Context: an optimization exercise on an open-source flow, tuned for small area, a short achievable clock period and few clock cycles per item. The choices shown serve that exercise and are no tape-out recipe.
Power figures rest on the tool's default switching activity, not on a simulated workload.

// tlb_top
module tlb_top (
	input wire logic clk,
	input wire logic rst,
	input wire logic cmd_valid,
	output logic cmd_ready,
	input tlb_cmd_pkg::tlb_op_e cmd_op,
	input tlb_pkg::tlb_index_t cmd_index,
	input tlb_pkg::entry_word_t cmd_entryhi,
	input tlb_pkg::entry_word_t cmd_entrylo0,
	input tlb_pkg::entry_word_t cmd_entrylo1,
	input tlb_pkg::vaddr_t cmd_vaddr,
	output logic rsp_valid,
	input wire logic rsp_ready,
	output tlb_cmd_pkg::tlb_op_e rsp_op,
	output tlb_pkg::paddr_t rsp_paddr,
	output logic rsp_refill,
	output logic rsp_invalid,
	output logic rsp_modified,
	output logic rsp_found,
	output tlb_pkg::tlb_index_t rsp_index
);
Size: ~5600 cells after synthesis.
==> flow/config.mk <==
export PLATFORM = sky130hd
export DESIGN_NAME = tlb_top
export DESIGN_NICKNAME = tlb_top
export VERILOG_FILES = /design/flow/design.v
export SDC_FILE = /design/flow/constraint.sdc
export NUM_CORES = 4
export LEC_CHECK = 0
export CAP_MARGIN = 20
export CORE_MARGIN = 2
export CORE_UTILIZATION = 60
export PLACE_DENSITY = 0.7
export SETUP_SLACK_MARGIN = 3.5
export SLEW_MARGIN = 20
==> flow/constraint.sdc <==
create_clock -name core_clock -period 6.0 [get_ports {clk}]
set_input_delay 1.2000 -clock core_clock [delete_from_list [all_inputs] [get_ports {clk}]]
set_output_delay 1.2000 -clock core_clock [all_outputs]
set_load 0.01 [all_outputs]
standard.sh (not shown) runs the stock make flow with config.mk's settings and CLKGATE_MAP_FILE= SYNTH_SCRIPT=/design/flow/synth_recipe.tcl, a recipe that flattens the netlist after the stock synthesis.
==> flow/flow/run.sh <==
#!/bin/bash
# The standard layout, with the clock tree built from larger sink
# clusters and without dummy loads, and small port buffers.  ORFS logs stay
# under orfs/logs.
export CTS_ARGS="-sink_clustering_enable -repair_clock_nets -dont_use_dummy_load -sink_clustering_size 30 -sink_clustering_max_diameter 80"
export BUFFER_PORTS_ARGS="-buffer_cell sky130_fd_sc_hd__buf_2"
bash standard.sh > standard.log 2>&1
Edit:
--- a/flow/design.v
+++ b/flow/design.v
@@ -70,18 +70,18 @@
 	logic s1_tr_unm;
 	logic [4:0] s1_idx;
 	logic [N-1:0] s1_hit;
 	logic [43:0] s1_pl;
 	logic s2_v;
 	logic [1:0] s2_op;
-	logic [N-1:0] s2_first0;
-	logic [N-1:0] s2_first1;
+	logic [N-1:0] s2_first;
+	logic s2_odd;
 	logic s2_use_pfn;
 	logic s2_refill;
 	logic s2_found;
-	logic [4:0] s2_index;
+	logic s2_probe;
 	logic [31:0] s2_base;
 	logic out_v;
 	logic skid_v;
 	logic [42:0] out_q;
 	logic [42:0] skid_q;
 	logic rdy_q;
@@ -152,29 +152,26 @@
 		end
 	end
 	logic [N-1:0] lower;
 	logic [N-1:0] first;
 	logic any_hit;
 	assign any_hit = |s1_hit;
-	logic [4:0] enc;
 	always_comb begin
 		lower[0] = 1'b0;
 		for (int i = 1; i < N; i++) lower[i] = lower[i-1] | s1_hit[i-1];
 		first = s1_hit & ~lower;
-		enc = '0;
-		for (int i = 0; i < N; i++) enc = enc | ({5{first[i]}} & 5'(i));
 	end
 	always_ff @(posedge clk) begin
 		if (s2_ld) begin
 			s2_op <= s1_op;
-			s2_first0 <= first & {N{s1_tr_map && !s1_pl[12]}};
-			s2_first1 <= first & {N{s1_tr_map && s1_pl[12]}};
+			s2_first <= first;
+			s2_odd <= s1_pl[12];
 			s2_use_pfn <= s1_tr_map && any_hit;
 			s2_refill <= s1_tr_map && !any_hit;
 			s2_found <= s1_probe && any_hit;
-			s2_index <= {5{s1_probe}} & enc;
+			s2_probe <= s1_probe;
 			s2_base[31:12] <= {20{s1_tr_unm}} & s1_pl[31:12];
 			s2_base[11:0] <= {12{s1_tr_unm || (s1_tr_map && any_hit)}} & s1_pl[11:0];
 		end
 	end
 	logic data_we;
 	assign data_we = s1_v && s2_ld && s1_wr;
@@ -183,31 +180,43 @@
 			if (data_we && s1_idx == 5'(i)) begin
 				d_lo0[i] <= s1_pl[21:0];
 				d_lo1[i] <= s1_pl[43:22];
 			end
 		end
 	end
-	logic [21:0] sel;
-	always_comb begin
-		sel = '0;
-		for (int i = 0; i < N; i++) begin
-			sel = sel | ({22{s2_first0[i]}} & d_lo0[i])
-				| ({22{s2_first1[i]}} & d_lo1[i]);
-		end
+	logic [21:0] sel0, sel1, sel;
+	logic [4:0] enc;
+	always_comb begin
+		sel0 = '0;
+		sel1 = '0;
+		enc = '0;
+		for (int i = 0; i < N; i++) begin
+			sel0 = sel0 | ({22{s2_first[i]}} & d_lo0[i]);
+			sel1 = sel1 | ({22{s2_first[i]}} & d_lo1[i]);
+			enc = enc | ({5{s2_first[i]}} & 5'(i));
+		end
+		sel = s2_odd ? sel1 : sel0;
 	end
 	logic [42:0] res;
 	logic [31:0] r_paddr;
 	always_comb begin
-		r_paddr[31:12] = s2_base[31:12] | sel[21:2];
+		r_paddr[31:12] = s2_base[31:12] | ({20{s2_use_pfn}} & sel[21:2]);
 		r_paddr[11:0] = s2_base[11:0];
 		res = {s2_op, r_paddr, s2_refill, s2_use_pfn && !sel[0],
-			sel[0] && !sel[1], s2_found, s2_index};
-	end
+			s2_use_pfn && sel[0] && !sel[1], s2_found, {5{s2_probe}} & enc};
+	end
+	logic [42:0] out_n;
+	logic [42:0] rsp_q;
+	assign out_n = out_ld ? (skid_v ? skid_q : res) : out_q;
 	always_ff @(posedge clk) begin
 		if (!skid_v) skid_q <= res;
-		if (out_ld) out_q <= skid_v ? skid_q : res;
+		out_q <= out_n;
+	end
+	always_ff @(posedge clk) begin
+		if (rst) rsp_q <= '0;
+		else rsp_q <= out_n;
 	end
 	logic s0_v_n, s1_v_n, s2_v_n, out_v_n, skid_v_n;
 	always_comb begin
 		s0_v_n = s0_ld ? take : s0_v;
 		s1_v_n = s1_ld ? s0_v : s1_v;
 		s2_v_n = s2_ld ? s1_v : s2_v;
@@ -237,9 +246,9 @@
 		end
 	end
 	assign rsp_valid = out_v;
 	logic [1:0] rsp_op_w;
 	assign rsp_op = tlb_cmd_pkg::tlb_op_e'(rsp_op_w);
 	assign {rsp_op_w, rsp_paddr, rsp_refill, rsp_invalid, rsp_modified, rsp_found,
-		rsp_index} = out_q;
+		rsp_index} = rsp_q;
 endmodule
 `default_nettype wire
- cell area went up by 2.4%
- clock power went up by about 0.5%
- total power went up by 0.33%
- wire length went down by 4.2%
- flip-flop and latch count went up by 8
- clock skew went down by 33 ps
- synthesized area went up by 0.45%
- via count barely changes
- clock-buffer cell count is unchanged
- global-route usage went down by 1.9 points
- combinational power stays flat
- non-clock buffer count went up by 40
- cell count went up by 2.2%
Function was not checked in any run of this note: the RTL went through the layout flow alone.

========
The RTL this note starts from:
==> flow/design.v <==
`default_nettype none
package tlb_pkg;
	typedef logic [19-1:0] vpn2_t;
	typedef logic [8-1:0] asid_t;
	typedef logic [20-1:0] pfn_t;
	typedef logic [2:0] cache_attr_t;
	typedef logic [$clog2(32)-1:0] tlb_index_t;
	typedef logic [32-1:0] hit_vec_t;
	typedef logic [32-1:0] vaddr_t;
	typedef logic [32-1:0] paddr_t;
	typedef logic [31:0] entry_word_t;
endpackage
`default_nettype wire
`default_nettype none
package tlb_cmd_pkg;
	typedef enum logic [1:0] {
		op_write = 2'd0,
		op_probe = 2'd1,
		op_translate = 2'd2
	} tlb_op_e;
	typedef enum logic {
		st_empty = 1'b0,
		st_full = 1'b1
	} stage_state_e;
endpackage
`default_nettype wire
`timescale 1ns/10ps
`default_nettype none
module tlb_top (
	input wire logic clk,
	input wire logic rst,
	input wire logic cmd_valid,
	output logic cmd_ready,
	input tlb_cmd_pkg::tlb_op_e cmd_op,
	input tlb_pkg::tlb_index_t cmd_index,
	input tlb_pkg::entry_word_t cmd_entryhi,
	input tlb_pkg::entry_word_t cmd_entrylo0,
	input tlb_pkg::entry_word_t cmd_entrylo1,
	input tlb_pkg::vaddr_t cmd_vaddr,
	output logic rsp_valid,
	input wire logic rsp_ready,
	output tlb_cmd_pkg::tlb_op_e rsp_op,
	output tlb_pkg::paddr_t rsp_paddr,
	output logic rsp_refill,
	output logic rsp_invalid,
	output logic rsp_modified,
	output logic rsp_found,
	output tlb_pkg::tlb_index_t rsp_index
);
	localparam int N = 32;
	logic [18:0] t_vpn2 [N];
	logic [7:0] t_asid [N];
	logic [N-1:0] t_global;
	logic [N-1:0] t_valid;
	logic [21:0] d_lo0 [N];
	logic [21:0] d_lo1 [N];
	logic s1_v;
	logic [1:0] s1_op;
	logic s1_wr;
	logic s1_probe;
	logic s1_tr_map;
	logic s1_tr_unm;
	logic [4:0] s1_idx;
	logic [N-1:0] s1_hit;
	logic [43:0] s1_pl;
	logic out_v;
	logic skid_v;
	logic [42:0] out_q;
	logic [42:0] skid_q;
	logic rdy_q;
	logic s1_ld, s2_ld;
	logic out_ld;
	assign s2_ld = !skid_v;
	assign s1_ld = !s1_v || s2_ld;
	assign out_ld = !out_v || rsp_ready;
	assign cmd_ready = rdy_q;
	logic take;
	assign take = cmd_valid && rdy_q;
	logic [18:0] c_vpn2;
	logic [7:0] c_asid;
	logic [43:0] lo_fields;
	assign c_vpn2 = cmd_op[1] ? cmd_vaddr[31:13] : cmd_entryhi[31:13];
	assign c_asid = cmd_entryhi[7:0];
	assign lo_fields = {cmd_entrylo1[25:6], cmd_entrylo1[2], cmd_entrylo1[1],
		cmd_entrylo0[25:6], cmd_entrylo0[2], cmd_entrylo0[1]};
	logic [N-1:0] hit;
	always_comb begin
		for (int i = 0; i < N; i++) begin
			hit[i] = t_valid[i] && (t_vpn2[i] == c_vpn2)
				&& (t_global[i] || (t_asid[i] == c_asid));
		end
	end
	logic tag_we;
	assign tag_we = take && (cmd_op == 2'd0);
	always_ff @(posedge clk) begin
		for (int i = 0; i < N; i++) begin
			if (tag_we && cmd_index == 5'(i)) begin
				t_vpn2[i] <= cmd_entryhi[31:13];
				t_asid[i] <= c_asid;
				t_global[i] <= cmd_entrylo0[0] & cmd_entrylo1[0];
			end
		end
	end
	always_ff @(posedge clk) begin
		if (rst) begin
			t_valid <= '0;
		end else begin
			for (int i = 0; i < N; i++) begin
				if (tag_we && cmd_index == 5'(i)) t_valid[i] <= 1'b1;
			end
		end
	end
	always_ff @(posedge clk) begin
		if (rdy_q) begin
			s1_op <= cmd_op;
			s1_wr <= (cmd_op == 2'd0);
			s1_probe <= (cmd_op == 2'd1);
			s1_tr_map <= (cmd_op == 2'd2) && !cmd_vaddr[31];
			s1_tr_unm <= (cmd_op == 2'd2) && cmd_vaddr[31];
			s1_idx <= cmd_index;
			s1_hit <= hit;
			s1_pl[43:32] <= lo_fields[43:32];
			s1_pl[31:0] <= cmd_op[1] ? cmd_vaddr : lo_fields[31:0];
		end
	end
	logic [N-1:0] lower;
	logic [N-1:0] first;
	logic any_hit;
	logic odd;
	logic [21:0] sel;
	logic [4:0] enc;
	assign odd = s1_pl[12];
	assign any_hit = |s1_hit;
	always_comb begin
		lower[0] = 1'b0;
		for (int i = 1; i < N; i++) lower[i] = lower[i-1] | s1_hit[i-1];
		first = s1_hit & ~lower;
	end
	logic [21:0] sel0, sel1;
	always_comb begin
		sel0 = '0;
		sel1 = '0;
		enc = '0;
		for (int i = 0; i < N; i++) begin
			sel0 = sel0 | ({22{first[i]}} & d_lo0[i]);
			sel1 = sel1 | ({22{first[i]}} & d_lo1[i]);
			enc = enc | ({5{first[i]}} & 5'(i));
		end
		sel = odd ? sel1 : sel0;
	end
	logic [42:0] res;
	logic r_refill, r_invalid, r_modified, r_found;
	logic [31:0] r_paddr;
	always_comb begin
		r_paddr[31:12] = ({20{s1_tr_unm}} & s1_pl[31:12])
			| ({20{s1_tr_map && any_hit}} & sel[21:2]);
		r_paddr[11:0] = {12{s1_tr_unm || (s1_tr_map && any_hit)}} & s1_pl[11:0];
		r_refill = s1_tr_map && !any_hit;
		r_invalid = s1_tr_map && any_hit && !sel[0];
		r_modified = s1_tr_map && any_hit && sel[0] && !sel[1];
		r_found = s1_probe && any_hit;
		res = {s1_op, r_paddr, r_refill, r_invalid, r_modified, r_found,
			{5{s1_probe}} & enc};
	end
	logic data_we;
	assign data_we = s1_v && s2_ld && s1_wr;
	always_ff @(posedge clk) begin
		for (int i = 0; i < N; i++) begin
			if (data_we && s1_idx == 5'(i)) begin
				d_lo0[i] <= s1_pl[21:0];
				d_lo1[i] <= s1_pl[43:22];
			end
		end
	end
	always_ff @(posedge clk) begin
		if (!skid_v) skid_q <= res;
		out_q <= ({43{out_ld}} & (skid_v ? skid_q : res)) | ({43{!out_ld}} & out_q);
	end
	logic s1_v_n, out_v_n, skid_v_n;
	always_comb begin
		s1_v_n = s1_ld ? take : s1_v;
		if (out_ld) begin
			out_v_n = skid_v || (s1_v && s2_ld);
			skid_v_n = 1'b0;
		end else begin
			out_v_n = out_v;
			skid_v_n = skid_v || (s1_v && s2_ld);
		end
	end
	always_ff @(posedge clk) begin
		if (rst) begin
			s1_v <= 1'b0;
			out_v <= 1'b0;
			skid_v <= 1'b0;
			rdy_q <= 1'b1;
		end else begin
			s1_v <= s1_v_n;
			out_v <= out_v_n;
			skid_v <= skid_v_n;
			rdy_q <= !(s1_v_n && skid_v_n);
		end
	end
	assign rsp_valid = out_v;
	logic [1:0] rsp_op_w;
	assign rsp_op = tlb_cmd_pkg::tlb_op_e'(rsp_op_w);
	assign {rsp_op_w, rsp_paddr, rsp_refill, rsp_invalid, rsp_modified, rsp_found,
		rsp_index} = out_q;
endmodule
`default_nettype wire
Settings: LEC_CHECK=0, ABC_CLOCK_PERIOD_IN_PS=2500, CAP_MARGIN=20, CORE_MARGIN=2, CORE_UTILIZATION=40, PLACE_DENSITY=0.6, SETUP_SLACK_MARGIN=3.3, SLEW_MARGIN=20; clock period 6.0 ns.
run.sh (not shown) runs the stock make flow with config.mk's settings and CLKGATE_MAP_FILE= SYNTH_SCRIPT=/design/flow/synth_recipe.tcl, a recipe that flattens the netlist after the stock synthesis.
Stock flow here: none of the scripts above is used.
==> next run, changes <==
--- a/flow/design.v
+++ b/flow/design.v
@@ -134,21 +134,18 @@
 	always_comb begin
 		lower[0] = 1'b0;
 		for (int i = 1; i < N; i++) lower[i] = lower[i-1] | s1_hit[i-1];
 		first = s1_hit & ~lower;
 	end
-	logic [21:0] sel0, sel1;
-	always_comb begin
-		sel0 = '0;
-		sel1 = '0;
+	always_comb begin
+		sel = '0;
 		enc = '0;
 		for (int i = 0; i < N; i++) begin
-			sel0 = sel0 | ({22{first[i]}} & d_lo0[i]);
-			sel1 = sel1 | ({22{first[i]}} & d_lo1[i]);
+			sel = sel | ({22{first[i] & !odd}} & d_lo0[i])
+				| ({22{first[i] & odd}} & d_lo1[i]);
 			enc = enc | ({5{first[i]}} & 5'(i));
 		end
-		sel = odd ? sel1 : sel0;
 	end
 	logic [42:0] res;
 	logic r_refill, r_invalid, r_modified, r_found;
 	logic [31:0] r_paddr;
 	always_comb begin
@@ -172,11 +169,11 @@
 			end
 		end
 	end
 	always_ff @(posedge clk) begin
 		if (!skid_v) skid_q <= res;
-		out_q <= ({43{out_ld}} & (skid_v ? skid_q : res)) | ({43{!out_ld}} & out_q);
+		if (out_ld) out_q <= skid_v ? skid_q : res;
 	end
 	logic s1_v_n, out_v_n, skid_v_n;
 	always_comb begin
 		s1_v_n = s1_ld ? take : s1_v;
 		if (out_ld) begin
Result:
- routed wire length increases by 7.2%
- sequential share of layout area decreases by 1.9 points
- hold slack improves by 5.9 ps
- via count increases by 4.9%
- count of clock-buffer cells in the layout increases by 13
- power increases by 0.73%
- core utilization increases by 0.64 points
No functional check of the RTL was part of any run of this note.

[port drivers added, routing unchanged]
The flow's constraints put no driver on any port. The routed layouts listed below were extracted and timed again, unchanged, in two steps. Step 1 assumes that a clkbuf_16 drives the clock port and a buf_2 every other input. Step 2 moves the port delays by t, midway between the first and last clock arrival at a register: inputs arrive t later, outputs are due t later. That takes back most of the time a late clock gives input paths. a / b / c = ideal ports / drivers / drivers and shift; a / b = the first two.
| run | shift t [ns] | setup WS [ns] | worst setup path at the end | latest minus earliest clock arrival (ns) | worst data-port slew with drivers (ns) |
|---|---|---|---|---|---|
| the first run of note 1 | 0.854 | 3.283 / 3.196 / 3.365 | register to register | 0.106 / 0.106 | 0.05 |
| the second run of note 1 | 0.857 | 3.255 / 3.255 / 3.014 | input to register | 0.080 / 0.079 | 0.08 |
| the first run of note 2 | 0.954 | 2.602 / 2.602 / 2.159 | input to register | 0.071 / 0.070 | 0.20 |
| the second run of note 2 | 0.954 | 2.128 / 2.128 / 2.077 | input to register | 0.046 / 0.046 | 0.29 |
After both steps every run listed still meets setup and hold. The setup slack of the first run of note 2, which loses most, moves by 0.000 ns with the drivers and by -0.443 ns with both steps.
